This is an optimization exercise on Yosys and OpenROAD, whose aim is small area, a short achievable clock period and few clock cycles per item, not a production implementation. Function was checked by simulation only, so behaviour that the tests miss may differ from the original. Power figures rest on the tool's default switching activity, not on a simulated workload.

==> flow/run.sh <==
#!/bin/bash
# synth_recipe.tcl (not shown) runs the flow's synth.tcl, then flattens the netlist and writes it again
# the make line also repeats each setting of config.mk as NAME=value (left out here)
make -C /OpenROAD-flow-scripts/flow DESIGN_CONFIG=/design/flow/config.mk WORK_HOME=/design/flow/orfs CLKGATE_MAP_FILE= SYNTH_SCRIPT=/design/flow/synth_recipe.tcl finish
==> flow/config.mk <==
export PLATFORM = sky130hd
export DESIGN_NAME = nearest_centroid_color_classifier_core
export DESIGN_NICKNAME = nearest_centroid_color_classifier_core
export VERILOG_FILES = /design/flow/design.v
export SDC_FILE = /design/flow/constraint.sdc
export NUM_CORES = 4
export LEC_CHECK = 0
export CAP_MARGIN = 20
export CORE_MARGIN = 2
export CORE_UTILIZATION = 55
export PLACE_DENSITY = 0.7
export SETUP_SLACK_MARGIN = 3.3
export SLEW_MARGIN = 20
export SYNTH_HIERARCHICAL = 1
==> flow/constraint.sdc <==
create_clock -name core_clock -period 7.0 [get_ports {clk}]
set_input_delay 1.4000 -clock core_clock [delete_from_list [all_inputs] [get_ports {clk}]]
set_output_delay 1.4000 -clock core_clock [all_outputs]
set_load 0.01 [all_outputs]
==> flow/design.v <==
`timescale 1ns / 1ps
package ncc_pkg;
    localparam int CHAN_W = 12;
    localparam int SQ_W   = 2 * CHAN_W;
    localparam int DIST_W = SQ_W + 2;
    localparam int IDX_W  = 4;
    localparam int CNT_W  = 5;
    localparam logic [CNT_W-1:0] CNT_RESET = 5'd16;
    localparam logic REQ_LOAD     = 1'b0;
    localparam logic REQ_CLASSIFY = 1'b1;
    typedef struct packed {
        logic [CHAN_W-1:0] y;
        logic [CHAN_W-1:0] cb;
        logic [CHAN_W-1:0] cr;
    } colour_t;
    localparam int COLOUR_W = 3 * CHAN_W;
endpackage
`timescale 1ns / 1ps
module ncc_fa (
    input  logic a,
    input  logic b,
    input  logic c,
    output logic s,
    output logic co
);
    assign s  = a ^ b ^ c;
    assign co = (a & b) | (a & c) | (b & c);
endmodule
module ncc_ha (
    input  logic a,
    input  logic b,
    output logic s,
    output logic co
);
    assign s  = a ^ b;
    assign co = a & b;
endmodule
`timescale 1ns / 1ps
module ncc_absd (
    input  logic [11:0] a,
    input  logic [11:0] b,
    output logic [11:0] m
);
    logic [12:0] df;
    assign df = {1'b0, a} - {1'b0, b};
    assign m  = (df[11:0] ^ {12{df[12]}}) + {11'd0, df[12]};
endmodule
module ncc_sq3_0 (
    input  logic [11:0] m0,
    input  logic [11:0] m1,
    input  logic [11:0] m2,
    output logic [56:0] co
);
    wire fs0, fc0;
    ncc_fa u_fa0 (.a(~m0[0]), .b(~m1[0]), .c(~m2[0]), .s(fs0), .co(fc0));
    wire fs1, fc1;
    ncc_fa u_fa1 (.a(~(m0[1] & ~m0[0])), .b(~(m1[1] & ~m1[0])), .c(~(m2[1] & ~m2[0])), .s(fs1), .co(fc1));
    wire fs2, fc2;
    ncc_fa u_fa2 (.a(~(m0[0] & m0[2])), .b(~(m0[0] & m0[1])), .c(~(m1[0] & m1[2])), .s(fs2), .co(fc2));
    wire fs3, fc3;
    ncc_fa u_fa3 (.a(~(m1[0] & m1[1])), .b(~(m2[0] & m2[2])), .c(~(m2[0] & m2[1])), .s(fs3), .co(fc3));
    wire fs4, fc4;
    ncc_fa u_fa4 (.a(~(m0[0] & m0[3])), .b(~(m0[2] & ~m0[1])), .c(~(m1[0] & m1[3])), .s(fs4), .co(fc4));
    wire fs5, fc5;
    ncc_fa u_fa5 (.a(~(m1[2] & ~m1[1])), .b(~(m2[0] & m2[3])), .c(~(m2[2] & ~m2[1])), .s(fs5), .co(fc5));
    wire fs6, fc6;
    ncc_fa u_fa6 (.a(~(m0[0] & m0[4])), .b(~(m0[1] & m0[3])), .c(~(m0[1] & m0[2])), .s(fs6), .co(fc6));
    wire fs7, fc7;
    ncc_fa u_fa7 (.a(~(m1[0] & m1[4])), .b(~(m1[1] & m1[3])), .c(~(m1[1] & m1[2])), .s(fs7), .co(fc7));
    wire fs8, fc8;
    ncc_fa u_fa8 (.a(~(m2[0] & m2[4])), .b(~(m2[1] & m2[3])), .c(~(m2[1] & m2[2])), .s(fs8), .co(fc8));
    wire fs9, fc9;
    ncc_fa u_fa9 (.a(~(m0[0] & m0[5])), .b(~(m0[1] & m0[4])), .c(~(m0[3] & ~m0[2])), .s(fs9), .co(fc9));
    wire fs10, fc10;
    ncc_fa u_fa10 (.a(~(m1[0] & m1[5])), .b(~(m1[1] & m1[4])), .c(~(m1[3] & ~m1[2])), .s(fs10), .co(fc10));
    wire fs11, fc11;
    ncc_fa u_fa11 (.a(~(m2[0] & m2[5])), .b(~(m2[1] & m2[4])), .c(~(m2[3] & ~m2[2])), .s(fs11), .co(fc11));
    wire fs12, fc12;
    ncc_fa u_fa12 (.a(~(m0[0] & m0[6])), .b(~(m0[1] & m0[5])), .c(~(m0[2] & m0[4])), .s(fs12), .co(fc12));
    wire fs13, fc13;
    ncc_fa u_fa13 (.a(~(m0[2] & m0[3])), .b(~(m1[0] & m1[6])), .c(~(m1[1] & m1[5])), .s(fs13), .co(fc13));
    wire fs14, fc14;
    ncc_fa u_fa14 (.a(~(m1[2] & m1[4])), .b(~(m1[2] & m1[3])), .c(~(m2[0] & m2[6])), .s(fs14), .co(fc14));
    wire fs15, fc15;
    ncc_fa u_fa15 (.a(~(m2[1] & m2[5])), .b(~(m2[2] & m2[4])), .c(~(m2[2] & m2[3])), .s(fs15), .co(fc15));
    wire fs16, fc16;
    ncc_fa u_fa16 (.a(~(m0[0] & m0[7])), .b(~(m0[1] & m0[6])), .c(~(m0[2] & m0[5])), .s(fs16), .co(fc16));
    wire fs17, fc17;
    ncc_fa u_fa17 (.a(~(m0[4] & ~m0[3])), .b(~(m1[0] & m1[7])), .c(~(m1[1] & m1[6])), .s(fs17), .co(fc17));
    wire fs18, fc18;
    ncc_fa u_fa18 (.a(~(m1[2] & m1[5])), .b(~(m1[4] & ~m1[3])), .c(~(m2[0] & m2[7])), .s(fs18), .co(fc18));
    wire fs19, fc19;
    ncc_fa u_fa19 (.a(~(m2[1] & m2[6])), .b(~(m2[2] & m2[5])), .c(~(m2[4] & ~m2[3])), .s(fs19), .co(fc19));
    wire fs20, fc20;
    ncc_fa u_fa20 (.a(~(m0[0] & m0[8])), .b(~(m0[1] & m0[7])), .c(~(m0[2] & m0[6])), .s(fs20), .co(fc20));
    wire fs21, fc21;
    ncc_fa u_fa21 (.a(~(m0[3] & m0[5])), .b(~(m0[3] & m0[4])), .c(~(m1[0] & m1[8])), .s(fs21), .co(fc21));
    wire fs22, fc22;
    ncc_fa u_fa22 (.a(~(m1[1] & m1[7])), .b(~(m1[2] & m1[6])), .c(~(m1[3] & m1[5])), .s(fs22), .co(fc22));
    wire fs23, fc23;
    ncc_fa u_fa23 (.a(~(m1[3] & m1[4])), .b(~(m2[0] & m2[8])), .c(~(m2[1] & m2[7])), .s(fs23), .co(fc23));
    wire fs24, fc24;
    ncc_fa u_fa24 (.a(~(m2[2] & m2[6])), .b(~(m2[3] & m2[5])), .c(~(m2[3] & m2[4])), .s(fs24), .co(fc24));
    wire fs25, fc25;
    ncc_fa u_fa25 (.a(~(m0[0] & m0[9])), .b(~(m0[1] & m0[8])), .c(~(m0[2] & m0[7])), .s(fs25), .co(fc25));
    wire fs26, fc26;
    ncc_fa u_fa26 (.a(~(m0[3] & m0[6])), .b(~(m0[5] & ~m0[4])), .c(~(m1[0] & m1[9])), .s(fs26), .co(fc26));
    wire fs27, fc27;
    ncc_fa u_fa27 (.a(~(m1[1] & m1[8])), .b(~(m1[2] & m1[7])), .c(~(m1[3] & m1[6])), .s(fs27), .co(fc27));
    wire fs28, fc28;
    ncc_fa u_fa28 (.a(~(m1[5] & ~m1[4])), .b(~(m2[0] & m2[9])), .c(~(m2[1] & m2[8])), .s(fs28), .co(fc28));
    wire fs29, fc29;
    ncc_fa u_fa29 (.a(~(m2[2] & m2[7])), .b(~(m2[3] & m2[6])), .c(~(m2[5] & ~m2[4])), .s(fs29), .co(fc29));
    wire fs30, fc30;
    ncc_fa u_fa30 (.a(~(m0[0] & m0[10])), .b(~(m0[1] & m0[9])), .c(~(m0[2] & m0[8])), .s(fs30), .co(fc30));
    wire fs31, fc31;
    ncc_fa u_fa31 (.a(~(m0[3] & m0[7])), .b(~(m0[4] & m0[6])), .c(~(m0[4] & m0[5])), .s(fs31), .co(fc31));
    wire fs32, fc32;
    ncc_fa u_fa32 (.a(~(m1[0] & m1[10])), .b(~(m1[1] & m1[9])), .c(~(m1[2] & m1[8])), .s(fs32), .co(fc32));
    wire fs33, fc33;
    ncc_fa u_fa33 (.a(~(m1[3] & m1[7])), .b(~(m1[4] & m1[6])), .c(~(m1[4] & m1[5])), .s(fs33), .co(fc33));
    wire fs34, fc34;
    ncc_fa u_fa34 (.a(~(m2[0] & m2[10])), .b(~(m2[1] & m2[9])), .c(~(m2[2] & m2[8])), .s(fs34), .co(fc34));
    wire fs35, fc35;
    ncc_fa u_fa35 (.a(~(m2[3] & m2[7])), .b(~(m2[4] & m2[6])), .c(~(m2[4] & m2[5])), .s(fs35), .co(fc35));
    wire fs36, fc36;
    ncc_fa u_fa36 (.a(~(m0[0] & m0[11])), .b(~(m0[1] & m0[10])), .c(~(m0[2] & m0[9])), .s(fs36), .co(fc36));
    wire fs37, fc37;
    ncc_fa u_fa37 (.a(~(m0[3] & m0[8])), .b(~(m0[4] & m0[7])), .c(~(m0[6] & ~m0[5])), .s(fs37), .co(fc37));
    wire fs38, fc38;
    ncc_fa u_fa38 (.a(~(m1[0] & m1[11])), .b(~(m1[1] & m1[10])), .c(~(m1[2] & m1[9])), .s(fs38), .co(fc38));
    wire fs39, fc39;
    ncc_fa u_fa39 (.a(~(m1[3] & m1[8])), .b(~(m1[4] & m1[7])), .c(~(m1[6] & ~m1[5])), .s(fs39), .co(fc39));
    wire fs40, fc40;
    ncc_fa u_fa40 (.a(~(m2[0] & m2[11])), .b(~(m2[1] & m2[10])), .c(~(m2[2] & m2[9])), .s(fs40), .co(fc40));
    wire fs41, fc41;
    ncc_fa u_fa41 (.a(~(m2[3] & m2[8])), .b(~(m2[4] & m2[7])), .c(~(m2[6] & ~m2[5])), .s(fs41), .co(fc41));
    wire fs42, fc42;
    ncc_fa u_fa42 (.a(~(m0[1] & m0[11])), .b(~(m0[2] & m0[10])), .c(~(m0[3] & m0[9])), .s(fs42), .co(fc42));
    wire fs43, fc43;
    ncc_fa u_fa43 (.a(~(m0[4] & m0[8])), .b(~(m0[5] & m0[7])), .c(~(m0[5] & m0[6])), .s(fs43), .co(fc43));
    wire fs44, fc44;
    ncc_fa u_fa44 (.a(~(m1[1] & m1[11])), .b(~(m1[2] & m1[10])), .c(~(m1[3] & m1[9])), .s(fs44), .co(fc44));
    wire fs45, fc45;
    ncc_fa u_fa45 (.a(~(m1[4] & m1[8])), .b(~(m1[5] & m1[7])), .c(~(m1[5] & m1[6])), .s(fs45), .co(fc45));
    wire fs46, fc46;
    ncc_fa u_fa46 (.a(~(m2[1] & m2[11])), .b(~(m2[2] & m2[10])), .c(~(m2[3] & m2[9])), .s(fs46), .co(fc46));
    wire fs47, fc47;
    ncc_fa u_fa47 (.a(~(m2[4] & m2[8])), .b(~(m2[5] & m2[7])), .c(~(m2[5] & m2[6])), .s(fs47), .co(fc47));
    wire fs48, fc48;
    ncc_fa u_fa48 (.a(~(m0[2] & m0[11])), .b(~(m0[3] & m0[10])), .c(~(m0[4] & m0[9])), .s(fs48), .co(fc48));
    wire fs49, fc49;
    ncc_fa u_fa49 (.a(~(m0[5] & m0[8])), .b(~(m0[7] & ~m0[6])), .c(~(m1[2] & m1[11])), .s(fs49), .co(fc49));
    wire fs50, fc50;
    ncc_fa u_fa50 (.a(~(m1[3] & m1[10])), .b(~(m1[4] & m1[9])), .c(~(m1[5] & m1[8])), .s(fs50), .co(fc50));
    wire fs51, fc51;
    ncc_fa u_fa51 (.a(~(m1[7] & ~m1[6])), .b(~(m2[2] & m2[11])), .c(~(m2[3] & m2[10])), .s(fs51), .co(fc51));
    wire fs52, fc52;
    ncc_fa u_fa52 (.a(~(m2[4] & m2[9])), .b(~(m2[5] & m2[8])), .c(~(m2[7] & ~m2[6])), .s(fs52), .co(fc52));
    wire fs53, fc53;
    ncc_fa u_fa53 (.a(~(m0[3] & m0[11])), .b(~(m0[4] & m0[10])), .c(~(m0[5] & m0[9])), .s(fs53), .co(fc53));
    wire fs54, fc54;
    ncc_fa u_fa54 (.a(~(m0[6] & m0[8])), .b(~(m0[6] & m0[7])), .c(~(m1[3] & m1[11])), .s(fs54), .co(fc54));
    wire fs55, fc55;
    ncc_fa u_fa55 (.a(~(m1[4] & m1[10])), .b(~(m1[5] & m1[9])), .c(~(m1[6] & m1[8])), .s(fs55), .co(fc55));
    wire fs56, fc56;
    ncc_fa u_fa56 (.a(~(m1[6] & m1[7])), .b(~(m2[3] & m2[11])), .c(~(m2[4] & m2[10])), .s(fs56), .co(fc56));
    wire fs57, fc57;
    ncc_fa u_fa57 (.a(~(m2[5] & m2[9])), .b(~(m2[6] & m2[8])), .c(~(m2[6] & m2[7])), .s(fs57), .co(fc57));
    wire fs58, fc58;
    ncc_fa u_fa58 (.a(~(m0[4] & m0[11])), .b(~(m0[5] & m0[10])), .c(~(m0[6] & m0[9])), .s(fs58), .co(fc58));
    wire fs59, fc59;
    ncc_fa u_fa59 (.a(~(m0[8] & ~m0[7])), .b(~(m1[4] & m1[11])), .c(~(m1[5] & m1[10])), .s(fs59), .co(fc59));
    wire fs60, fc60;
    ncc_fa u_fa60 (.a(~(m1[6] & m1[9])), .b(~(m1[8] & ~m1[7])), .c(~(m2[4] & m2[11])), .s(fs60), .co(fc60));
    wire fs61, fc61;
    ncc_fa u_fa61 (.a(~(m2[5] & m2[10])), .b(~(m2[6] & m2[9])), .c(~(m2[8] & ~m2[7])), .s(fs61), .co(fc61));
    wire fs62, fc62;
    ncc_fa u_fa62 (.a(~(m0[5] & m0[11])), .b(~(m0[6] & m0[10])), .c(~(m0[7] & m0[9])), .s(fs62), .co(fc62));
    wire fs63, fc63;
    ncc_fa u_fa63 (.a(~(m0[7] & m0[8])), .b(~(m1[5] & m1[11])), .c(~(m1[6] & m1[10])), .s(fs63), .co(fc63));
    wire fs64, fc64;
    ncc_fa u_fa64 (.a(~(m1[7] & m1[9])), .b(~(m1[7] & m1[8])), .c(~(m2[5] & m2[11])), .s(fs64), .co(fc64));
    wire fs65, fc65;
    ncc_fa u_fa65 (.a(~(m2[6] & m2[10])), .b(~(m2[7] & m2[9])), .c(~(m2[7] & m2[8])), .s(fs65), .co(fc65));
    wire fs66, fc66;
    ncc_fa u_fa66 (.a(~(m0[6] & m0[11])), .b(~(m0[7] & m0[10])), .c(~(m0[9] & ~m0[8])), .s(fs66), .co(fc66));
    wire fs67, fc67;
    ncc_fa u_fa67 (.a(~(m1[6] & m1[11])), .b(~(m1[7] & m1[10])), .c(~(m1[9] & ~m1[8])), .s(fs67), .co(fc67));
    wire fs68, fc68;
    ncc_fa u_fa68 (.a(~(m2[6] & m2[11])), .b(~(m2[7] & m2[10])), .c(~(m2[9] & ~m2[8])), .s(fs68), .co(fc68));
    wire fs69, fc69;
    ncc_fa u_fa69 (.a(~(m0[7] & m0[11])), .b(~(m0[8] & m0[10])), .c(~(m0[8] & m0[9])), .s(fs69), .co(fc69));
    wire fs70, fc70;
    ncc_fa u_fa70 (.a(~(m1[7] & m1[11])), .b(~(m1[8] & m1[10])), .c(~(m1[8] & m1[9])), .s(fs70), .co(fc70));
    wire fs71, fc71;
    ncc_fa u_fa71 (.a(~(m2[7] & m2[11])), .b(~(m2[8] & m2[10])), .c(~(m2[8] & m2[9])), .s(fs71), .co(fc71));
    wire fs72, fc72;
    ncc_fa u_fa72 (.a(~(m0[8] & m0[11])), .b(~(m0[10] & ~m0[9])), .c(~(m1[8] & m1[11])), .s(fs72), .co(fc72));
    wire fs73, fc73;
    ncc_fa u_fa73 (.a(~(m1[10] & ~m1[9])), .b(~(m2[8] & m2[11])), .c(~(m2[10] & ~m2[9])), .s(fs73), .co(fc73));
    wire fs74, fc74;
    ncc_fa u_fa74 (.a(~(m0[9] & m0[11])), .b(~(m0[9] & m0[10])), .c(~(m1[9] & m1[11])), .s(fs74), .co(fc74));
    wire fs75, fc75;
    ncc_fa u_fa75 (.a(~(m1[9] & m1[10])), .b(~(m2[9] & m2[11])), .c(~(m2[9] & m2[10])), .s(fs75), .co(fc75));
    wire fs76, fc76;
    ncc_fa u_fa76 (.a(~(m0[11] & ~m0[10])), .b(~(m1[11] & ~m1[10])), .c(~(m2[11] & ~m2[10])), .s(fs76), .co(fc76));
    wire fs77, fc77;
    ncc_fa u_fa77 (.a(~(m0[10] & m0[11])), .b(~(m1[10] & m1[11])), .c(~(m2[10] & m2[11])), .s(fs77), .co(fc77));
    wire fs78, fc78;
    ncc_fa u_fa78 (.a(fs2), .b(fs3), .c(fc1), .s(fs78), .co(fc78));
    wire fs79, fc79;
    ncc_fa u_fa79 (.a(fs4), .b(fs5), .c(fc2), .s(fs79), .co(fc79));
    wire fs80, fc80;
    ncc_fa u_fa80 (.a(fs6), .b(fs7), .c(fs8), .s(fs80), .co(fc80));
    wire fs81, fc81;
    ncc_fa u_fa81 (.a(fs9), .b(fs10), .c(fs11), .s(fs81), .co(fc81));
    wire fs82, fc82;
    ncc_fa u_fa82 (.a(fc6), .b(fc7), .c(fc8), .s(fs82), .co(fc82));
    wire fs83, fc83;
    ncc_fa u_fa83 (.a(fs12), .b(fs13), .c(fs14), .s(fs83), .co(fc83));
    wire fs84, fc84;
    ncc_fa u_fa84 (.a(fs15), .b(fc9), .c(fc10), .s(fs84), .co(fc84));
    wire fs85, fc85;
    ncc_fa u_fa85 (.a(fs16), .b(fs17), .c(fs18), .s(fs85), .co(fc85));
    wire fs86, fc86;
    ncc_fa u_fa86 (.a(fs19), .b(fc12), .c(fc13), .s(fs86), .co(fc86));
    wire fs87, fc87;
    ncc_fa u_fa87 (.a(fs20), .b(fs21), .c(fs22), .s(fs87), .co(fc87));
    wire fs88, fc88;
    ncc_fa u_fa88 (.a(fs23), .b(fs24), .c(fc16), .s(fs88), .co(fc88));
    wire fs89, fc89;
    ncc_fa u_fa89 (.a(fc17), .b(fc18), .c(fc19), .s(fs89), .co(fc89));
    wire fs90, fc90;
    ncc_fa u_fa90 (.a(fs25), .b(fs26), .c(fs27), .s(fs90), .co(fc90));
    wire fs91, fc91;
    ncc_fa u_fa91 (.a(fs28), .b(fs29), .c(fc20), .s(fs91), .co(fc91));
    wire fs92, fc92;
    ncc_fa u_fa92 (.a(fc21), .b(fc22), .c(fc23), .s(fs92), .co(fc92));
    wire fs93, fc93;
    ncc_fa u_fa93 (.a(fs30), .b(fs31), .c(fs32), .s(fs93), .co(fc93));
    wire fs94, fc94;
    ncc_fa u_fa94 (.a(fs33), .b(fs34), .c(fs35), .s(fs94), .co(fc94));
    wire fs95, fc95;
    ncc_fa u_fa95 (.a(fc25), .b(fc26), .c(fc27), .s(fs95), .co(fc95));
    wire fs96, fc96;
    ncc_fa u_fa96 (.a(fs36), .b(fs37), .c(fs38), .s(fs96), .co(fc96));
    wire fs97, fc97;
    ncc_fa u_fa97 (.a(fs39), .b(fs40), .c(fs41), .s(fs97), .co(fc97));
    wire fs98, fc98;
    ncc_fa u_fa98 (.a(fc30), .b(fc31), .c(fc32), .s(fs98), .co(fc98));
    wire fs99, fc99;
    ncc_fa u_fa99 (.a(fc33), .b(fc34), .c(fc35), .s(fs99), .co(fc99));
    wire fs100, fc100;
    ncc_fa u_fa100 (.a(fs42), .b(fs43), .c(fs44), .s(fs100), .co(fc100));
    wire fs101, fc101;
    ncc_fa u_fa101 (.a(fs45), .b(fs46), .c(fs47), .s(fs101), .co(fc101));
    wire fs102, fc102;
    ncc_fa u_fa102 (.a(fc36), .b(fc37), .c(fc38), .s(fs102), .co(fc102));
    wire fs103, fc103;
    ncc_fa u_fa103 (.a(fc39), .b(fc40), .c(fc41), .s(fs103), .co(fc103));
    wire fs104, fc104;
    ncc_fa u_fa104 (.a(fs48), .b(fs49), .c(fs50), .s(fs104), .co(fc104));
    wire fs105, fc105;
    ncc_fa u_fa105 (.a(fs51), .b(fs52), .c(fc42), .s(fs105), .co(fc105));
    wire fs106, fc106;
    ncc_fa u_fa106 (.a(fc43), .b(fc44), .c(fc45), .s(fs106), .co(fc106));
    wire fs107, fc107;
    ncc_fa u_fa107 (.a(fs53), .b(fs54), .c(fs55), .s(fs107), .co(fc107));
    wire fs108, fc108;
    ncc_fa u_fa108 (.a(fs56), .b(fs57), .c(fc48), .s(fs108), .co(fc108));
    wire fs109, fc109;
    ncc_fa u_fa109 (.a(fc49), .b(fc50), .c(fc51), .s(fs109), .co(fc109));
    wire fs110, fc110;
    ncc_fa u_fa110 (.a(fs58), .b(fs59), .c(fs60), .s(fs110), .co(fc110));
    wire fs111, fc111;
    ncc_fa u_fa111 (.a(fs61), .b(fc53), .c(fc54), .s(fs111), .co(fc111));
    wire fs112, fc112;
    ncc_fa u_fa112 (.a(fc55), .b(fc56), .c(fc57), .s(fs112), .co(fc112));
    wire fs113, fc113;
    ncc_fa u_fa113 (.a(fs62), .b(fs63), .c(fs64), .s(fs113), .co(fc113));
    wire fs114, fc114;
    ncc_fa u_fa114 (.a(fs65), .b(fc58), .c(fc59), .s(fs114), .co(fc114));
    wire fs115, fc115;
    ncc_fa u_fa115 (.a(fs66), .b(fs67), .c(fs68), .s(fs115), .co(fc115));
    wire fs116, fc116;
    ncc_fa u_fa116 (.a(fc62), .b(fc63), .c(fc64), .s(fs116), .co(fc116));
    wire fs117, fc117;
    ncc_fa u_fa117 (.a(fs69), .b(fs70), .c(fs71), .s(fs117), .co(fc117));
    wire fs118, fc118;
    ncc_fa u_fa118 (.a(fc66), .b(fc67), .c(fc68), .s(fs118), .co(fc118));
    wire fs119, fc119;
    ncc_fa u_fa119 (.a(fs72), .b(fs73), .c(fc69), .s(fs119), .co(fc119));
    wire fs120, fc120;
    ncc_fa u_fa120 (.a(fs74), .b(fs75), .c(fc72), .s(fs120), .co(fc120));
    wire fs121, fc121;
    ncc_fa u_fa121 (.a(fs76), .b(fc74), .c(fc75), .s(fs121), .co(fc121));
    wire fs122, fc122;
    ncc_fa u_fa122 (.a(fs79), .b(fc3), .c(fc78), .s(fs122), .co(fc122));
    wire fs123, fc123;
    ncc_fa u_fa123 (.a(fs80), .b(fc4), .c(fc5), .s(fs123), .co(fc123));
    wire fs124, fc124;
    ncc_fa u_fa124 (.a(fs81), .b(fs82), .c(fc80), .s(fs124), .co(fc124));
    wire fs125, fc125;
    ncc_fa u_fa125 (.a(fs83), .b(fs84), .c(fc11), .s(fs125), .co(fc125));
    wire fs126, fc126;
    ncc_fa u_fa126 (.a(fs85), .b(fs86), .c(fc14), .s(fs126), .co(fc126));
    wire fs127, fc127;
    ncc_fa u_fa127 (.a(fc15), .b(fc83), .c(fc84), .s(fs127), .co(fc127));
    wire fs128, fc128;
    ncc_fa u_fa128 (.a(fs87), .b(fs88), .c(fs89), .s(fs128), .co(fc128));
    wire fs129, fc129;
    ncc_fa u_fa129 (.a(fs90), .b(fs91), .c(fs92), .s(fs129), .co(fc129));
    wire fs130, fc130;
    ncc_fa u_fa130 (.a(fc24), .b(fc87), .c(fc88), .s(fs130), .co(fc130));
    wire fs131, fc131;
    ncc_fa u_fa131 (.a(fs93), .b(fs94), .c(fs95), .s(fs131), .co(fc131));
    wire fs132, fc132;
    ncc_fa u_fa132 (.a(fc28), .b(fc29), .c(fc90), .s(fs132), .co(fc132));
    wire fs133, fc133;
    ncc_fa u_fa133 (.a(fs96), .b(fs97), .c(fs98), .s(fs133), .co(fc133));
    wire fs134, fc134;
    ncc_fa u_fa134 (.a(fs99), .b(fc93), .c(fc94), .s(fs134), .co(fc134));
    wire fs135, fc135;
    ncc_fa u_fa135 (.a(fs100), .b(fs101), .c(fs102), .s(fs135), .co(fc135));
    wire fs136, fc136;
    ncc_fa u_fa136 (.a(fs103), .b(fc96), .c(fc97), .s(fs136), .co(fc136));
    wire fs137, fc137;
    ncc_fa u_fa137 (.a(fs104), .b(fs105), .c(fs106), .s(fs137), .co(fc137));
    wire fs138, fc138;
    ncc_fa u_fa138 (.a(fc46), .b(fc47), .c(fc100), .s(fs138), .co(fc138));
    wire fs139, fc139;
    ncc_fa u_fa139 (.a(fc101), .b(fc102), .c(fc103), .s(fs139), .co(fc139));
    wire fs140, fc140;
    ncc_fa u_fa140 (.a(fs107), .b(fs108), .c(fs109), .s(fs140), .co(fc140));
    wire fs141, fc141;
    ncc_fa u_fa141 (.a(fc52), .b(fc104), .c(fc105), .s(fs141), .co(fc141));
    wire fs142, fc142;
    ncc_fa u_fa142 (.a(fs110), .b(fs111), .c(fs112), .s(fs142), .co(fc142));
    wire fs143, fc143;
    ncc_fa u_fa143 (.a(fc107), .b(fc108), .c(fc109), .s(fs143), .co(fc143));
    wire fs144, fc144;
    ncc_fa u_fa144 (.a(fs113), .b(fs114), .c(fc60), .s(fs144), .co(fc144));
    wire fs145, fc145;
    ncc_fa u_fa145 (.a(fc61), .b(fc110), .c(fc111), .s(fs145), .co(fc145));
    wire fs146, fc146;
    ncc_fa u_fa146 (.a(fs115), .b(fs116), .c(fc65), .s(fs146), .co(fc146));
    wire fs147, fc147;
    ncc_fa u_fa147 (.a(fs117), .b(fs118), .c(fc115), .s(fs147), .co(fc147));
    wire fs148, fc148;
    ncc_fa u_fa148 (.a(fs119), .b(fc70), .c(fc71), .s(fs148), .co(fc148));
    wire fs149, fc149;
    ncc_fa u_fa149 (.a(fs120), .b(fc73), .c(fc119), .s(fs149), .co(fc149));
    wire fs150, fc150;
    ncc_fa u_fa150 (.a(fs77), .b(fc76), .c(fc121), .s(fs150), .co(fc150));
    wire fs151, fc151;
    ncc_fa u_fa151 (.a(fs123), .b(fc79), .c(fc122), .s(fs151), .co(fc151));
    wire fs152, fc152;
    ncc_fa u_fa152 (.a(fs125), .b(fc81), .c(fc82), .s(fs152), .co(fc152));
    wire fs153, fc153;
    ncc_fa u_fa153 (.a(fs126), .b(fs127), .c(fc125), .s(fs153), .co(fc153));
    wire fs154, fc154;
    ncc_fa u_fa154 (.a(fs128), .b(fc85), .c(fc86), .s(fs154), .co(fc154));
    wire fs155, fc155;
    ncc_fa u_fa155 (.a(fs129), .b(fs130), .c(fc89), .s(fs155), .co(fc155));
    wire fs156, fc156;
    ncc_fa u_fa156 (.a(fs131), .b(fs132), .c(fc91), .s(fs156), .co(fc156));
    wire fs157, fc157;
    ncc_fa u_fa157 (.a(fc92), .b(fc129), .c(fc130), .s(fs157), .co(fc157));
    wire fs158, fc158;
    ncc_fa u_fa158 (.a(fs133), .b(fs134), .c(fc95), .s(fs158), .co(fc158));
    wire fs159, fc159;
    ncc_fa u_fa159 (.a(fs135), .b(fs136), .c(fc98), .s(fs159), .co(fc159));
    wire fs160, fc160;
    ncc_fa u_fa160 (.a(fc99), .b(fc133), .c(fc134), .s(fs160), .co(fc160));
    wire fs161, fc161;
    ncc_fa u_fa161 (.a(fs137), .b(fs138), .c(fs139), .s(fs161), .co(fc161));
    wire fs162, fc162;
    ncc_fa u_fa162 (.a(fs140), .b(fs141), .c(fc106), .s(fs162), .co(fc162));
    wire fs163, fc163;
    ncc_fa u_fa163 (.a(fc137), .b(fc138), .c(fc139), .s(fs163), .co(fc163));
    wire fs164, fc164;
    ncc_fa u_fa164 (.a(fs142), .b(fs143), .c(fc140), .s(fs164), .co(fc164));
    wire fs165, fc165;
    ncc_fa u_fa165 (.a(fs144), .b(fs145), .c(fc112), .s(fs165), .co(fc165));
    wire fs166, fc166;
    ncc_fa u_fa166 (.a(fs146), .b(fc113), .c(fc114), .s(fs166), .co(fc166));
    wire fs167, fc167;
    ncc_fa u_fa167 (.a(fs147), .b(fc116), .c(fc146), .s(fs167), .co(fc167));
    wire fs168, fc168;
    ncc_fa u_fa168 (.a(fs148), .b(fc117), .c(fc118), .s(fs168), .co(fc168));
    wire fs169, fc169;
    ncc_fa u_fa169 (.a(fs121), .b(fc120), .c(fc149), .s(fs169), .co(fc169));
    wire hs170, hc170;
    ncc_fa u_ha170 (.a(fs154), .b(fc126), .c(1'b1), .s(hs170), .co(hc170));
    wire hs171, hc171;
    ncc_fa u_ha171 (.a(fs155), .b(fc128), .c(1'b1), .s(hs171), .co(hc171));
    wire hs172, hc172;
    ncc_fa u_ha172 (.a(fs156), .b(fs157), .c(1'b1), .s(hs172), .co(hc172));
    wire fs173, fc173;
    ncc_fa u_fa173 (.a(fs158), .b(fc131), .c(fc132), .s(fs173), .co(fc173));
    wire hs174, hc174;
    ncc_fa u_ha174 (.a(fc156), .b(fc157), .c(1'b1), .s(hs174), .co(hc174));
    wire fs175, fc175;
    ncc_fa u_fa175 (.a(fs159), .b(fs160), .c(fc158), .s(fs175), .co(fc175));
    wire fs176, fc176;
    ncc_fa u_fa176 (.a(fs161), .b(fc135), .c(fc136), .s(fs176), .co(fc176));
    wire hs177, hc177;
    ncc_fa u_ha177 (.a(fc159), .b(fc160), .c(1'b1), .s(hs177), .co(hc177));
    wire fs178, fc178;
    ncc_fa u_fa178 (.a(fs162), .b(fs163), .c(fc161), .s(fs178), .co(fc178));
    wire fs179, fc179;
    ncc_fa u_fa179 (.a(fs164), .b(fc141), .c(fc162), .s(fs179), .co(fc179));
    wire fs180, fc180;
    ncc_fa u_fa180 (.a(fs165), .b(fc142), .c(fc143), .s(fs180), .co(fc180));
    wire fs181, fc181;
    ncc_fa u_fa181 (.a(fs166), .b(fc144), .c(fc145), .s(fs181), .co(fc181));
    assign co = {fc150, fc77, fc169, fs150, fs169, fc168, fc148, fs149, fc167, fc147, fs168, fc181, fc166, fs167, fc180, fc165, fs181, fc179, fc164, fs180, fc178, fc163, fs179, hc177, fc176, fs178, fc175, hs177, fs176, hc174, fc173, fs175, hc172, hs174, fs173, hc171, fc155, hs172, hc170, fc154, hs171, fc153, fc127, hs170, fc152, fs153, fc124, fs152, fc151, fc123, fs124, fs151, fs122, fs78, fs1, fc0, fs0};
endmodule
module ncc_sq3_1 (
    input  logic [56:0] ci,
    output logic [25:0] r0,
    output logic [25:0] r1
);
    wire hs0, hc0;
    ncc_fa u_ha0 (.a(ci[6]), .b(ci[7]), .c(1'b1), .s(hs0), .co(hc0));
    wire hs1, hc1;
    ncc_fa u_ha1 (.a(ci[9]), .b(ci[10]), .c(1'b1), .s(hs1), .co(hc1));
    wire hs2, hc2;
    ncc_fa u_ha2 (.a(ci[11]), .b(ci[12]), .c(1'b1), .s(hs2), .co(hc2));
    wire fs3, fc3;
    ncc_fa u_fa3 (.a(ci[13]), .b(ci[14]), .c(ci[15]), .s(fs3), .co(fc3));
    wire fs4, fc4;
    ncc_fa u_fa4 (.a(ci[16]), .b(ci[17]), .c(ci[18]), .s(fs4), .co(fc4));
    wire fs5, fc5;
    ncc_fa u_fa5 (.a(ci[19]), .b(ci[20]), .c(ci[21]), .s(fs5), .co(fc5));
    wire fs6, fc6;
    ncc_fa u_fa6 (.a(ci[22]), .b(ci[23]), .c(ci[24]), .s(fs6), .co(fc6));
    wire fs7, fc7;
    ncc_fa u_fa7 (.a(ci[25]), .b(ci[26]), .c(ci[27]), .s(fs7), .co(fc7));
    wire fs8, fc8;
    ncc_fa u_fa8 (.a(ci[28]), .b(ci[29]), .c(ci[30]), .s(fs8), .co(fc8));
    wire fs9, fc9;
    ncc_fa u_fa9 (.a(ci[31]), .b(ci[32]), .c(ci[33]), .s(fs9), .co(fc9));
    wire fs10, fc10;
    ncc_fa u_fa10 (.a(ci[34]), .b(ci[35]), .c(ci[36]), .s(fs10), .co(fc10));
    wire fs11, fc11;
    ncc_fa u_fa11 (.a(ci[37]), .b(ci[38]), .c(ci[39]), .s(fs11), .co(fc11));
    wire fs12, fc12;
    ncc_fa u_fa12 (.a(ci[40]), .b(ci[41]), .c(ci[42]), .s(fs12), .co(fc12));
    wire fs13, fc13;
    ncc_fa u_fa13 (.a(ci[43]), .b(ci[44]), .c(ci[45]), .s(fs13), .co(fc13));
    wire fs14, fc14;
    ncc_fa u_fa14 (.a(ci[46]), .b(ci[47]), .c(ci[48]), .s(fs14), .co(fc14));
    wire fs15, fc15;
    ncc_fa u_fa15 (.a(ci[49]), .b(ci[50]), .c(ci[51]), .s(fs15), .co(fc15));
    assign r0 = {1'b1, ci[55], ci[53], ci[52], fs15, fs14, fs13, fs12, fs11, fs10, fs9, fs8, fs7, fs6, fs5, fs4, fs3, hs2, hs1, hs0, ci[5], ci[4], ci[3], ci[2], ci[1], ci[0]};
    assign r1 = {1'b1, ci[56], ci[54], fc15, fc14, fc13, fc12, fc11, fc10, fc9, fc8, fc7, fc6, fc5, fc4, fc3, hc2, hc1, hc0, ci[8], 1'b1, 1'b1, 1'b1, 1'b1, 1'b1, 1'b1};
endmodule
module ncc_add26 (
    input  logic [25:0] r0,
    input  logic [25:0] r1,
    output logic [25:0] y
);
    assign y = r0 + r1;
endmodule
`timescale 1ns / 1ps
module nearest_centroid_color_classifier_core
(
    input  logic                        clk,
    input  logic                        rst_n,
    input  logic                        cfg_wr_en,
    input  logic [ncc_pkg::CNT_W-1:0]   cfg_wr_data,
    input  logic                        in_valid,
    output logic                        in_stall,
    input  logic                        req_type,
    input  logic [ncc_pkg::IDX_W-1:0]   entry_index,
    input  logic [ncc_pkg::CHAN_W-1:0]  chan_y,
    input  logic [ncc_pkg::CHAN_W-1:0]  chan_cb,
    input  logic [ncc_pkg::CHAN_W-1:0]  chan_cr,
    output logic                        out_valid,
    input  logic                        out_stall,
    output logic [ncc_pkg::IDX_W-1:0]   class_index
);
    logic        stall_q;
    logic [4:0]  cnt_q;
    logic        fire, ld_fire, cl_fire;
    logic [35:0] pix_in;
    logic [35:0] tab [16];
    assign in_stall = stall_q;
    assign fire     = in_valid & ~stall_q;
    assign ld_fire  = fire & (req_type == ncc_pkg::REQ_LOAD);
    assign cl_fire  = fire & (req_type == ncc_pkg::REQ_CLASSIFY);
    assign pix_in   = {chan_y, chan_cb, chan_cr};
    always_ff @(posedge clk)
    begin
        if (ld_fire)
            tab[entry_index] <= pix_in;
    end
    always_ff @(posedge clk or negedge rst_n)
    begin
        if (!rst_n)
            cnt_q <= ncc_pkg::CNT_RESET;
        else if (cfg_wr_en)
            cnt_q <= cfg_wr_data;
    end
    logic        s1_v;
    logic [4:0]  s1_n;
    logic [35:0] s_pix;
    always_ff @(posedge clk or negedge rst_n)
    begin
        if (!rst_n)
            s1_v <= 1'b0;
        else
            s1_v <= cl_fire;
    end
    always_ff @(posedge clk)
    begin
        s1_n <= cnt_q;
        s_pix <= pix_in;
    end
    function automatic logic [11:0] absdiff12(input logic [11:0] a, input logic [11:0] b);
        logic [11:0] g, p, gg, pp, cin;
        logic        c;
        g  = a & ~b;
        p  = ~(a ^ b);
        gg = g;
        pp = p;
        for (int d = 1; d < 12; d = d * 2)
            for (int i = 11; i >= d; i--)
            begin
                gg[i] = gg[i] | (pp[i] & gg[i-d]);
                pp[i] = pp[i] & pp[i-d];
            end
        c = gg[11];
        cin[0] = c;
        for (int i = 1; i < 12; i++)
            cin[i] = gg[i-1] | (pp[i-1] & c);
        absdiff12 = (p ^ cin) ^ {12{~c}};
    endfunction
    logic [16*3*12-1:0] ad_m;
    for (genvar i = 0; i < 16; i++)
    begin : g_ad
        assign ad_m[(i*3+0)*12 +: 12] = absdiff12(s_pix[35:24], tab[i][35:24]);
        assign ad_m[(i*3+1)*12 +: 12] = absdiff12(s_pix[23:12], tab[i][23:12]);
        assign ad_m[(i*3+2)*12 +: 12] = absdiff12(s_pix[11:0], tab[i][11:0]);
    end
    logic        s2_v;
    logic [4:0]  s2_n;
    logic [16*3*12-1:0] s2_m;
    always_ff @(posedge clk or negedge rst_n)
        if (!rst_n) s2_v <= 1'b0; else s2_v <= s1_v;
    always_ff @(posedge clk)
    begin
        s2_n <= s1_n;
        s2_m <= ad_m;
    end
    logic [16*57-1:0] cs0_co;
    for (genvar i = 0; i < 16; i++)
    begin : g_cs0
        ncc_sq3_0 u_cs (.m0(s2_m[(i*3+0)*12 +: 12]), .m1(s2_m[(i*3+1)*12 +: 12]), .m2(s2_m[(i*3+2)*12 +: 12]), .co(cs0_co[i*57 +: 57]));
    end
    logic        s3_v;
    logic [4:0]  s3_n;
    logic [16*57-1:0] s3_c;
    always_ff @(posedge clk or negedge rst_n)
        if (!rst_n) s3_v <= 1'b0; else s3_v <= s2_v;
    always_ff @(posedge clk)
    begin
        s3_n <= s2_n;
        s3_c <= cs0_co;
    end
    logic [16*26-1:0] cs1_r0;
    logic [16*26-1:0] cs1_r1;
    for (genvar i = 0; i < 16; i++)
    begin : g_cs1
        ncc_sq3_1 u_cs (.ci(s3_c[i*57 +: 57]), .r0(cs1_r0[i*26 +: 26]), .r1(cs1_r1[i*26 +: 26]));
    end
    logic [16*26-1:0] dsum;
    for (genvar i = 0; i < 16; i++)
    begin : g_add
        assign dsum[i*26 +: 26] = ~(cs1_r0[i*26 +: 26] + cs1_r1[i*26 +: 26] + 26'd1);
    end
    logic        s4_v;
    logic [4:0]  s4_n;
    logic [16*26-1:0] s4_d;
    always_ff @(posedge clk or negedge rst_n)
        if (!rst_n) s4_v <= 1'b0; else s4_v <= s3_v;
    always_ff @(posedge clk)
    begin
        s4_n <= s3_n;
        s4_d <= dsum;
    end
    logic [15:0] th;
    always_comb
        for (int k = 0; k < 16; k++)
            th[k] = (s4_n > 5'(k));
    wire        sel_l1_0 = th[1] & (s4_d[26 +: 26] < s4_d[0 +: 26]);
    wire [25:0] d_l1_0 = sel_l1_0 ? s4_d[26 +: 26] : s4_d[0 +: 26];
    wire [0:0]  i_l1_0 = sel_l1_0;
    wire        sel_l1_1 = th[3] & (s4_d[78 +: 26] < s4_d[52 +: 26]);
    wire [25:0] d_l1_1 = sel_l1_1 ? s4_d[78 +: 26] : s4_d[52 +: 26];
    wire [0:0]  i_l1_1 = sel_l1_1;
    wire        sel_l1_2 = th[5] & (s4_d[130 +: 26] < s4_d[104 +: 26]);
    wire [25:0] d_l1_2 = sel_l1_2 ? s4_d[130 +: 26] : s4_d[104 +: 26];
    wire [0:0]  i_l1_2 = sel_l1_2;
    wire        sel_l1_3 = th[7] & (s4_d[182 +: 26] < s4_d[156 +: 26]);
    wire [25:0] d_l1_3 = sel_l1_3 ? s4_d[182 +: 26] : s4_d[156 +: 26];
    wire [0:0]  i_l1_3 = sel_l1_3;
    wire        sel_l1_4 = th[9] & (s4_d[234 +: 26] < s4_d[208 +: 26]);
    wire [25:0] d_l1_4 = sel_l1_4 ? s4_d[234 +: 26] : s4_d[208 +: 26];
    wire [0:0]  i_l1_4 = sel_l1_4;
    wire        sel_l1_5 = th[11] & (s4_d[286 +: 26] < s4_d[260 +: 26]);
    wire [25:0] d_l1_5 = sel_l1_5 ? s4_d[286 +: 26] : s4_d[260 +: 26];
    wire [0:0]  i_l1_5 = sel_l1_5;
    wire        sel_l1_6 = th[13] & (s4_d[338 +: 26] < s4_d[312 +: 26]);
    wire [25:0] d_l1_6 = sel_l1_6 ? s4_d[338 +: 26] : s4_d[312 +: 26];
    wire [0:0]  i_l1_6 = sel_l1_6;
    wire        sel_l1_7 = th[15] & (s4_d[390 +: 26] < s4_d[364 +: 26]);
    wire [25:0] d_l1_7 = sel_l1_7 ? s4_d[390 +: 26] : s4_d[364 +: 26];
    wire [0:0]  i_l1_7 = sel_l1_7;
    logic        s5_v;
    logic [25:0] qd_l1_0;
    logic [0:0]  qi_l1_0;
    logic [25:0] qd_l1_1;
    logic [0:0]  qi_l1_1;
    logic [25:0] qd_l1_2;
    logic [0:0]  qi_l1_2;
    logic [25:0] qd_l1_3;
    logic [0:0]  qi_l1_3;
    logic [25:0] qd_l1_4;
    logic [0:0]  qi_l1_4;
    logic [25:0] qd_l1_5;
    logic [0:0]  qi_l1_5;
    logic [25:0] qd_l1_6;
    logic [0:0]  qi_l1_6;
    logic [25:0] qd_l1_7;
    logic [0:0]  qi_l1_7;
    logic        s5_th2;
    logic        s5_th6;
    logic        s5_th10;
    logic        s5_th14;
    logic        s5_th4;
    logic        s5_th12;
    logic        s5_th8;
    always_ff @(posedge clk or negedge rst_n)
        if (!rst_n) s5_v <= 1'b0; else s5_v <= s4_v;
    always_ff @(posedge clk)
    begin
        qd_l1_0 <= d_l1_0;
        qi_l1_0 <= i_l1_0;
        qd_l1_1 <= d_l1_1;
        qi_l1_1 <= i_l1_1;
        qd_l1_2 <= d_l1_2;
        qi_l1_2 <= i_l1_2;
        qd_l1_3 <= d_l1_3;
        qi_l1_3 <= i_l1_3;
        qd_l1_4 <= d_l1_4;
        qi_l1_4 <= i_l1_4;
        qd_l1_5 <= d_l1_5;
        qi_l1_5 <= i_l1_5;
        qd_l1_6 <= d_l1_6;
        qi_l1_6 <= i_l1_6;
        qd_l1_7 <= d_l1_7;
        qi_l1_7 <= i_l1_7;
        s5_th2 <= th[2];
        s5_th6 <= th[6];
        s5_th10 <= th[10];
        s5_th14 <= th[14];
        s5_th4 <= th[4];
        s5_th12 <= th[12];
        s5_th8 <= th[8];
    end
    wire        sel_l2_0 = s5_th2 & (qd_l1_1 < qd_l1_0);
    wire [25:0] d_l2_0 = sel_l2_0 ? qd_l1_1 : qd_l1_0;
    wire [1:0]  i_l2_0 = sel_l2_0 ? {1'b1, qi_l1_1} : {1'b0, qi_l1_0};
    wire        sel_l2_1 = s5_th6 & (qd_l1_3 < qd_l1_2);
    wire [25:0] d_l2_1 = sel_l2_1 ? qd_l1_3 : qd_l1_2;
    wire [1:0]  i_l2_1 = sel_l2_1 ? {1'b1, qi_l1_3} : {1'b0, qi_l1_2};
    wire        sel_l2_2 = s5_th10 & (qd_l1_5 < qd_l1_4);
    wire [25:0] d_l2_2 = sel_l2_2 ? qd_l1_5 : qd_l1_4;
    wire [1:0]  i_l2_2 = sel_l2_2 ? {1'b1, qi_l1_5} : {1'b0, qi_l1_4};
    wire        sel_l2_3 = s5_th14 & (qd_l1_7 < qd_l1_6);
    wire [25:0] d_l2_3 = sel_l2_3 ? qd_l1_7 : qd_l1_6;
    wire [1:0]  i_l2_3 = sel_l2_3 ? {1'b1, qi_l1_7} : {1'b0, qi_l1_6};
    logic        s6_v;
    logic [25:0] qd_l2_0;
    logic [1:0]  qi_l2_0;
    logic [25:0] qd_l2_1;
    logic [1:0]  qi_l2_1;
    logic [25:0] qd_l2_2;
    logic [1:0]  qi_l2_2;
    logic [25:0] qd_l2_3;
    logic [1:0]  qi_l2_3;
    logic        s6_th4;
    logic        s6_th12;
    logic        s6_th8;
    always_ff @(posedge clk or negedge rst_n)
        if (!rst_n) s6_v <= 1'b0; else s6_v <= s5_v;
    always_ff @(posedge clk)
    begin
        qd_l2_0 <= d_l2_0;
        qi_l2_0 <= i_l2_0;
        qd_l2_1 <= d_l2_1;
        qi_l2_1 <= i_l2_1;
        qd_l2_2 <= d_l2_2;
        qi_l2_2 <= i_l2_2;
        qd_l2_3 <= d_l2_3;
        qi_l2_3 <= i_l2_3;
        s6_th4 <= s5_th4;
        s6_th12 <= s5_th12;
        s6_th8 <= s5_th8;
    end
    wire        sel_l3_0 = s6_th4 & (qd_l2_1 < qd_l2_0);
    wire [25:0] d_l3_0 = sel_l3_0 ? qd_l2_1 : qd_l2_0;
    wire [2:0]  i_l3_0 = sel_l3_0 ? {1'b1, qi_l2_1} : {1'b0, qi_l2_0};
    wire        sel_l3_1 = s6_th12 & (qd_l2_3 < qd_l2_2);
    wire [25:0] d_l3_1 = sel_l3_1 ? qd_l2_3 : qd_l2_2;
    wire [2:0]  i_l3_1 = sel_l3_1 ? {1'b1, qi_l2_3} : {1'b0, qi_l2_2};
    logic        s7_v;
    logic [25:0] qd_l3_0;
    logic [2:0]  qi_l3_0;
    logic [25:0] qd_l3_1;
    logic [2:0]  qi_l3_1;
    logic        s7_th8;
    always_ff @(posedge clk or negedge rst_n)
        if (!rst_n) s7_v <= 1'b0; else s7_v <= s6_v;
    always_ff @(posedge clk)
    begin
        qd_l3_0 <= d_l3_0;
        qi_l3_0 <= i_l3_0;
        qd_l3_1 <= d_l3_1;
        qi_l3_1 <= i_l3_1;
        s7_th8 <= s6_th8;
    end
    wire        sel_l4_0 = s7_th8 & (qd_l3_1 < qd_l3_0);
    wire [25:0] d_l4_0 = sel_l4_0 ? qd_l3_1 : qd_l3_0;
    wire [3:0]  i_l4_0 = sel_l4_0 ? {1'b1, qi_l3_1} : {1'b0, qi_l3_0};
    wire [3:0] res   = i_l4_0;
    wire       res_v = s7_v;
    localparam int QD = 10;
    logic [3:0] q_d [QD];
    logic       q_v [QD];
    logic [3:0] owed_q;
    logic       pop;
    logic [3:0] owed_n;
    assign pop    = q_v[0] & ~out_stall;
    assign owed_n = owed_q + {3'd0, cl_fire} - {3'd0, pop};
    always_ff @(posedge clk or negedge rst_n)
    begin
        if (!rst_n)
        begin
            owed_q  <= '0;
            stall_q <= 1'b0;
        end
        else
        begin
            owed_q  <= owed_n;
            stall_q <= (owed_n >= 4'(QD));
        end
    end
    for (genvar j = 0; j < QD; j++)
    begin : g_q
        logic       v_sh;
        logic [3:0] d_sh;
        logic       prev_full;
        logic       put;
        if (j + 1 < QD)
        begin : g_sh
            assign v_sh = pop ? q_v[j+1] : q_v[j];
            assign d_sh = pop ? q_d[j+1] : q_d[j];
        end
        else
        begin : g_last
            assign v_sh = pop ? 1'b0 : q_v[j];
            assign d_sh = q_d[j];
        end
        if (j == 0)
        begin : g_p0
            assign prev_full = 1'b1;
        end
        else
        begin : g_pn
            assign prev_full = pop ? q_v[j] : q_v[j-1];
        end
        assign put = res_v & prev_full & ~v_sh;
        always_ff @(posedge clk or negedge rst_n)
        begin
            if (!rst_n)
                q_v[j] <= 1'b0;
            else
                q_v[j] <= v_sh | put;
        end
        always_ff @(posedge clk)
        begin
            q_d[j] <= put ? res : d_sh;
        end
    end
    assign out_valid   = q_v[0];
    assign class_index = q_d[0];
endmodule
==> results.txt <==
## layout by cell type (no fill, tap or decap), drive strengths merged, types with 138 or more instances in the layout
cell type  synthesis  layout
conb              32     256
a21o             636     636
clkbuf           140     433
nor2             606     606
a21oi           1035    1035
dfxtp           2357    2357
nand2b           672     672
nand3            162     162
nand2           3938    3938
buf             2400     138
fa              3185    3185
diode              0     162
nor2b            153     153
ha              1355    1355
xnor2            545     545
inv             1333    1358
nand4            156     156
a31oi            166     166
o21ai            679     679
nor3             169     169
edfxtp           616     616
mux2             364     364
mux2i            180     180
xor2             330     330
## Yosys cell counts, types with 60 or more instances
| master | instances |
|---|---|
| a21o_1 | 636 |
| a21oi_1 | 1029 |
| a31oi_1 | 162 |
| and3_1 | 99 |
| buf_2 | 60 |
| buf_4 | 1805 |
| buf_6 | 531 |
| clkbuf_1 | 140 |
| dfxtp_1 | 2357 |
| edfxtp_1 | 616 |
| fa_1 | 3185 |
| ha_1 | 1355 |
| inv_1 | 1332 |
| mux2_2 | 361 |
| mux2i_1 | 180 |
| nand2_1 | 3938 |
| nand2b_1 | 672 |
| nand3_1 | 162 |
| nand4_1 | 156 |
| nor2_1 | 602 |
| nor2b_1 | 153 |
| nor3_1 | 169 |
| o211ai_1 | 94 |
| o21a_1 | 125 |
| o21ai_0 | 657 |
| o21bai_1 | 101 |
| or3_1 | 92 |
| xnor2_1 | 545 |
| xor2_1 | 330 |
## how the worst max path moves through the flow
stage	end	slack, ns	cells past startpoint	startpoint
global route	q_d[3][0]	3.26	10	qd_l3_0[19]
finish	s3_c[478]	3.28	6	s2_m[315]
CTS	s2_m[93]	3.27	10	s_pix[12]
floorplan	tab[1][0]	3.03	4	req_type
global placement	stall_q	2.24	9	out_stall
detailed placement	stall_q	2.23	9	out_stall
## logic make-up (layout without fill, tap and decap cells)
| family | after synthesis | after routing | synth area share (%) |
|---|---|---|---|
| compound gates | 3267 | 3267 | 8.79 |
| mux | 544 | 544 | 2.52 |
| other cells | 32 | 418 | 0.0513 |
| buf+inv | 3873 | 2129 | 10.8 |
| simple gates | 6261 | 6261 | 11.8 |
| flops | 3000 | 3000 | 28.3 |
| fa+ha+maj | 4540 | 4540 | 34.4 |
| xor+xnor | 875 | 875 | 3.27 |
## final cells by class
cell class	count	area, µm²	area share [%]
inverter	1333	5000	2.11
multi-input combinational	15743	144000	60.8
antenna	162	405	0.171
sequential	3000	67000	28.3
tap	5663	7090	2.99
clock inverter	206	2520	1.07
clock buffer	433	9500	4.01
timing repair buffer	157	1280	0.541
## through the flow
step                instances  setup slack (ns)  hold slack [ns]  power [W]  area (µm²)
finish                  26697              3.28            0.325      0.140      237000
global route            26548              3.26            0.328      0.153      236000
CTS                     26528              3.27            0.325      0.141      235000
detailed placement      25889              2.23            0.312      0.121      223000
global placement        25887              2.24            0.313      0.118      223000
floorplan               22616              3.03            0.310      0.120      235000
## routing by layer
| layer | track usage [%] | vias to the layer above | part of all wire [%] |
|---|---|---|---|
| met2 | 44.2 | 8574 | 44 |
| met1 | 37.7 | 76599 | 38 |
| met3 | 7.21 | 1895 | 11 |
| met4 | 19.1 | 24 | 7.0 |
| met5 | 0 | - | 0.027 |
| li1 | - | 68041 | - |
## sequential cells by signal, indices dropped and copies added, names as in the netlist, 36 cells and up
signal	flops
s_pix	36
s3_c	912
tab	576
q_d	40
s2_m	576
s4_d	416
## modules after synthesis (local to each module, per instance)
module                                  area (µm²)  cells
ncc_sq3_1                                      394     53
ncc_fa                                        20.0      1
ncc_sq3_0                                     1790    328
nearest_centroid_color_classifier_core      136000  13128
## power groups by stage
stage / Sequential (W) / Combinational, W / Clock (W)
after floorplan: 0.0283 / 0.0922 / 0
after global placement: 0.0320 / 0.0859 / 0
after detailed placement: 0.0321 / 0.0885 / 0
after CTS: 0.0319 / 0.0893 / 0.0193
after global routing: 0.0326 / 0.101 / 0.0200
final: 0.0322 / 0.0888 / 0.0191
## timing repair
item / 4_1_cts / 5_1_grt
endpoints found under the setup margin: 436 / 546
buffers inserted: 0 / 4
resized for setup: 134 / 424
pin swaps: 0 / 1
==> impl_metrics.csv <==
group,metric,value,unit
outcome,status,"complete, but fails checks",
outcome,violations,"antenna rules",
worst_hold_path,hp-class,"reg2reg",
pwr,power.density,592,mW/mm²
sta,finalSetupTns,0,ns
final_layout,final_core_util,55.8,%
setup_path,crit_buf_inv,0,
yosys,synth_area_leaders,"fa_1 (27%), dfxtp_1 (20%), edfxtp_1 (7.9%)",
sta,setup_viol,0,
yosys,syn_area_per_cell,10.5,µm²
run,maxCapViolCount,0,
sta,fin_skew,0.0655,ns
detailed_routing,vias,155133,
setup_path,start_kind,"register",
pwr,swShare,45.7,%
pwr,p_leak,95.8,nW
final_layout,area_growth,0.975,%
setup_path,reg2regPathDepth,6,
cts,clkSlewWorstSetupHoldPaths,0.06,ns
detailed_routing,wirelength,633,mm
floorplanning,rows,239,
grt,gr-total-overflow,0,
floorplanning,core,0.424,mm²
worst_hold_path,worstHoldEndpoint,"s3_n[3]",
yosys,synthArstFlopShare,0.900,%
floorplanning,initial_core_util,55.3,%
sta,slew_viol_final,0,
yosys,synth_cells,22392,
sta,grt_setup_unrepaired,"yes",
setup_path,r2r_slack,3.28,ns
sta,min_period,3.72,ns
sta,fmax,0.269,GHz
pwr,p_seq_share,23.0,%
sta,period_share,53.1,%
yosys,ys.flop_type,"dfxtp_1",
placement,port_buffers,56,
worst_hold_path,worst_hold_path.num_cells,0,
yosys,synth_top_area_share,27.2,%
detailed_routing,first_iter_violations,14744,
setup_path,slowest_stage,"dfxtp_1",
cts,postCtsHoldBufs,0,
floorplanning,fp.dieH,657,µm
placement,place_hpwl,456,mm
yosys,synth_edf_count,616,
yosys,netlist_area,0.234,mm²
setup_path,crit_path_frequent_cell,"fa_1",
sta,worst_pin_slew,1.22,ns
detailed_routing,post-route-drc-count,0,
yosys,synth_top_area_cell,"fa_1",
worst_hold_path,hp-start,"s2_n[3]",
setup_path,r2r-end,"s3_c[478]",
setup_path,arrival,4.54,ns
setup_path,crit_fanout,13,
cts,cts_buffers,343,
yosys,synth.ff_latch_count,3000,
setup_path,timing_worst_setup_path_type,"reg2reg",
yosys,yosysSeqAreaShare,28.3,%
setup_path,end_kind,"register",
detailed_routing,first_pass_iters,7,
grt,grt_pass1_vias,156505,
final_layout,num-nets-final,25169,
pwr,ir_worst_vdd,0.000377,V
setup_path,r2r-start,"s2_m[315]",
yosys,yosysWarningCount,9,
grt,antenna_found_initial,78,
grt,grt_max_degree,40,
grt,grtUsageTotal,29.3,%
cts,clock-sinks,3000,
cts,clockBufferDepth,4,
setup_path,critPathTopFamily,"adder cells",
pwr,p_clk_share,13.6,%
final_layout,drive_gt1_share,8.49,%
sta,worst_slew_margin_rel,18.7,%
cts,cts_tree,"built",
placement,gp_congestion,0.954,
cts,cts-root-buf,"clkbuf_16",
pwr,p_sw,0.0641,W
sta,hold_viol,0,
grt,grt_pass1_wl,953,mm
setup_path,path_cells,"nand2_1, fa_1, fa_1, fa_1, fa_1, fa_1",
floorplanning,ios,57,
detailed_routing,via_per_inst,5.81,
detailed_routing,post_drt_wl_per_cell,23.7,µm
cts,clock_latency,1.01,ns
cts,htree_levels,5,
pwr,p_int,0.0760,W
floorplanning,fp.dieW,657,µm
detailed_routing,antenna_left,4,
setup_path,cp_data_required_time,7.83,ns
pwr,combPwrFrac,63.4,%
floorplanning,dieArea,0.431,mm²
setup_path,max_stage_delay,0.81,ns
yosys,ys_types,97,
final_layout,fill_cells,35969,
Testbench counts, summed over its fixed seeds: cycles 5,663, items 5,018.

## afterwards: timing with drivers on the ports
No port has a modelled driver above. Below, the same layout with a new extraction and two added sets of constraints.
Step 1 assumes that a clkbuf_16 drives the clock port and a buf_2 every other input.
Step 2 times the ports against the registers' clock, not the clock port: input delays grow and output delays shrink by t, the midpoint of the rising clock arrivals with the driver on.
Slacks: ideal ports / drivers / drivers and shift; pairs: ideal ports / drivers.
shift t [ns]: 1.087
setup slack, ns: 3.284 / 3.284 / 2.614
worst hold slack (ns): 0.325 / 0.325 / 0.325
latest minus earliest clock arrival (ns): 0.068 / 0.067
For this run, drivers alone change the setup slack by 0.000 ns; drivers and shift together by -0.670 ns.
